This design comes from an exercise in tuning for small area, a short achievable clock period and few clock cycles per item on the open sky130 flow, not from production work. RTL that was checked went through simulation tests only; none was proved equivalent to the original. Power and IR drop assume default switching activity.

Design multicycle_alu, start of the top module:
module multicycle_alu #(
  parameter int WIDTH         = 32,
  parameter bit SIGNED_MULDIV = 1'b1
) (
  input  logic               clk,
  input  logic               clr,
  input  logic               start,
  input  logic [alu_pkg::OP_BITS-1:0] CONTROL,
  input  logic [WIDTH-1:0]   A,
  input  logic [WIDTH-1:0]   B,
  output logic [WIDTH-1:0]   ZLO,
  output logic [WIDTH-1:0]   ZHI,
  output logic               busy,
  output logic               done,
  output logic               div_by_zero,
  output logic               illegal_op
);
Size: ~3000 cells after synthesis, about 170 flip-flops, about 150 I/O pins, roughly 0.019 mm2 of cells after synthesis.
Settings: LEC_CHECK=0, ABC_AREA=1, CAP_MARGIN=20, CORE_MARGIN=2, CORE_UTILIZATION=45, SLEW_MARGIN=20; clock period 5.5 ns.
run.sh (not shown) runs the stock make flow with config.mk's settings and CLKGATE_MAP_FILE= SYNTH_SCRIPT=/design/flow/synth_recipe.tcl, a recipe that flattens the netlist after the stock synthesis.
The first run passed the timing, DRC and antenna checks.
Change:
- ABC_AREA: 1 -> not set
- CORE_UTILIZATION: 45 -> 60
- SETUP_SLACK_MARGIN: not set -> 0.5
The new run passed the timing, DRC and antenna checks.
Worst setup slack is better by 0.062 ns.
Fmax goes up by 1.2%.
Hold slack is better by 0.016 ns.
Cell area rose by 4.9%.
Flip-flop and latch count is unchanged.
Area after synthesis increases by 3.4%.
Clock power stays flat.
Wire length came out lower by 5.6%.
Die area goes down by 22%.
Sequential share of layout area went down by 0.91 points.
No functional check of the RTL was part of any run of this note.

* * *

Another version of the RTL of multicycle_alu (not shown whole).
Size in the first run: roughly 170 flip-flops, ~150 I/O pins.
Settings: LEC_CHECK=0, ABC_AREA=1, CAP_MARGIN=20, CORE_MARGIN=2, CORE_UTILIZATION=45, SETUP_SLACK_MARGIN=0.4, SLEW_MARGIN=20; clock period 5.5 ns.
standard.sh (not shown) runs the stock make flow with config.mk's settings and CLKGATE_MAP_FILE= SYNTH_SCRIPT=/design/flow/synth_recipe.tcl, a recipe that flattens the netlist after the stock synthesis.
==> flow/flow/run.sh <==
#!/bin/bash
# The standard ORFS layout (the standard.sh, standard synthesis included),
# with one change: the port buffers are buf_1 cells instead of the larger
# delay buffers buffer_ports picks by default. Every port still gets its own
# buffer. make's full output goes to run_standard.log in this folder.
set -euo pipefail
bash standard.sh finish \
  "BUFFER_PORTS_ARGS=-buffer_cell sky130_fd_sc_hd__buf_1" \
  > run_standard.log 2>&1
Testbench counts at the start, summed over its fixed seeds: cycles 39,530, ops 8,000.
Change:
Settings changed: CORE_UTILIZATION 45 to 40.
The changed run completed with no timing, DRC or antenna violations. Die area went up by 12%. Worst setup slack gains 0.30 ns. Routed wire length is higher by 7.1%. Synthesized area is unchanged. Via count hardly moves. Sequential cell count stays the same. Design area rises by 1.2%.

* * *

multicycle_alu again, from the RTL that the note above started with.
clock: 5.5 ns
lec_check: 0
abc_area: 1
cap_margin: 20
core_margin: 2
core_utilization: 40
slew_margin: 20
Scripts as last shown in full above: flow/flow/run.sh
Testbench counts at the start, summed over its fixed seeds: cycles 39,530, ops 8,000.
Rerun with:
Settings changed: SETUP_SLACK_MARGIN from default to 0.2.
The new run passed the timing, DRC and antenna checks.
Design area hardly moves.
Routed wire length is lower by 0.53%.
Cell count is lower by 0.50%.
Total power is lower by 0.35%.
Hold slack gets worse by 0.0083 ns.
Clock power is about the same.
Setup slack gets better by 0.30 ns.
Sequential share of layout area hardly moves.
Utilization is lower by 0.12 points.
Clock skew is higher by 0.0031 ns.
Rerun with:
Settings changed: CORE_UTILIZATION 40 to 35.
Outcome:
- The changed run completed with no timing, DRC or antenna violations
- clock skew is higher by 0.0031 ns
- first-iteration DRC count is lower by 14%
- cell count is higher by 3.3%
- total power is higher by 3.1%
- global-route usage is lower by 3.6 points
- via count is higher by 0.71%
- clock power is about the same

* * *

Starting RTL as in the previous note.
Settings: LEC_CHECK=0, ABC_AREA=1, CAP_MARGIN=20, CORE_MARGIN=2, CORE_UTILIZATION=40, SETUP_SLACK_MARGIN=0.6, SLEW_MARGIN=20; clock period 5.5 ns.
Scripts as last shown in full above: flow/flow/run.sh
The baseline completed without violations.
Testbench counts at the start, summed over its fixed seeds: cycles 39,530, ops 8,000.
Change:
--- a/flow/config.mk
+++ b/flow/config.mk
@@ -11,3 +11,3 @@
 export CORE_UTILIZATION = 40
-export SETUP_SLACK_MARGIN = 0.6
+export SETUP_SLACK_MARGIN = 0.5
 export SLEW_MARGIN = 20
After rerunning:
- setup slack loses 0.086 ns
- fmax fell by 1.7%
- clock power goes up by about 8%
- wire length drops by 0.69%
- count of clock-buffer cells in the layout rises by 1
- critical path depth came out higher by 1
- synthesized area is unchanged
- total power goes up by 1.8%
Change:
--- a/flow/config.mk
+++ b/flow/config.mk
@@ -11,3 +11,3 @@
 export CORE_UTILIZATION = 40
-export SETUP_SLACK_MARGIN = 0.5
+export SETUP_SLACK_MARGIN = 0.3
 export SLEW_MARGIN = 20
After rerunning:
- The changed run produced a clean layout
- cell count increases by 1.6%
- design area increases by 0.99%
- power increases by 0.55%
- flip-flop and latch count does not change
- die area stays the same
- worst hold slack gains 0.0066 ns
- setup slack gains 0.025 ns
- via count increases by 1.8%
- first-iteration DRC count increases by 7.0%

## what the ideal ports hide
Ports are ideal in the flow. The routed layouts listed here were re-timed in OpenROAD.
Step 1 sets driving cells, clkbuf_16 on the clock port and buf_2 on the other inputs (assumed; they add their load-dependent delay and slew).
Step 2 also shifts input and output timing later by t, the mid clock arrival at the registers, as if the neighbouring blocks saw the same clock.
a / b / c = no drivers / after step 1 / after step 2; a / b = the first two.
run | t (ns) | setup WS [ns] | worst setup path at the end
the first run of note 1 | 0.573 | 0.169 / 0.169 / -0.202 | input to register
the second run of note 1 | 0.525 | 0.231 / 0.259 / -0.266 | input to register
the first run of note 2 | 0.520 | 0.197 / 0.217 / -0.303 | input to register
the second run of note 2 | 0.572 | 0.501 / 0.527 / -0.040 | input to register
the first run of note 3 | 0.567 | 0.154 / 0.154 / -0.127 | input to register
the second run of note 3 | 0.569 | 0.454 / 0.454 / -0.089 | input to register
the third run of note 3 | 0.565 | 0.346 / 0.346 / -0.005 | input to register
the first run of note 4 | 0.562 | 0.486 / 0.477 / -0.085 | input to register
the second run of note 4 | 0.570 | 0.400 / 0.394 / -0.176 | input to register
the third run of note 4 | 0.575 | 0.425 / 0.425 / -0.049 | input to register
Met with ideal ports but missed after step 2: setup timing in every run listed. For the second run of note 4, which loses most, drivers alone change the setup slack by -0.006 ns; drivers and shift together by -0.576 ns.
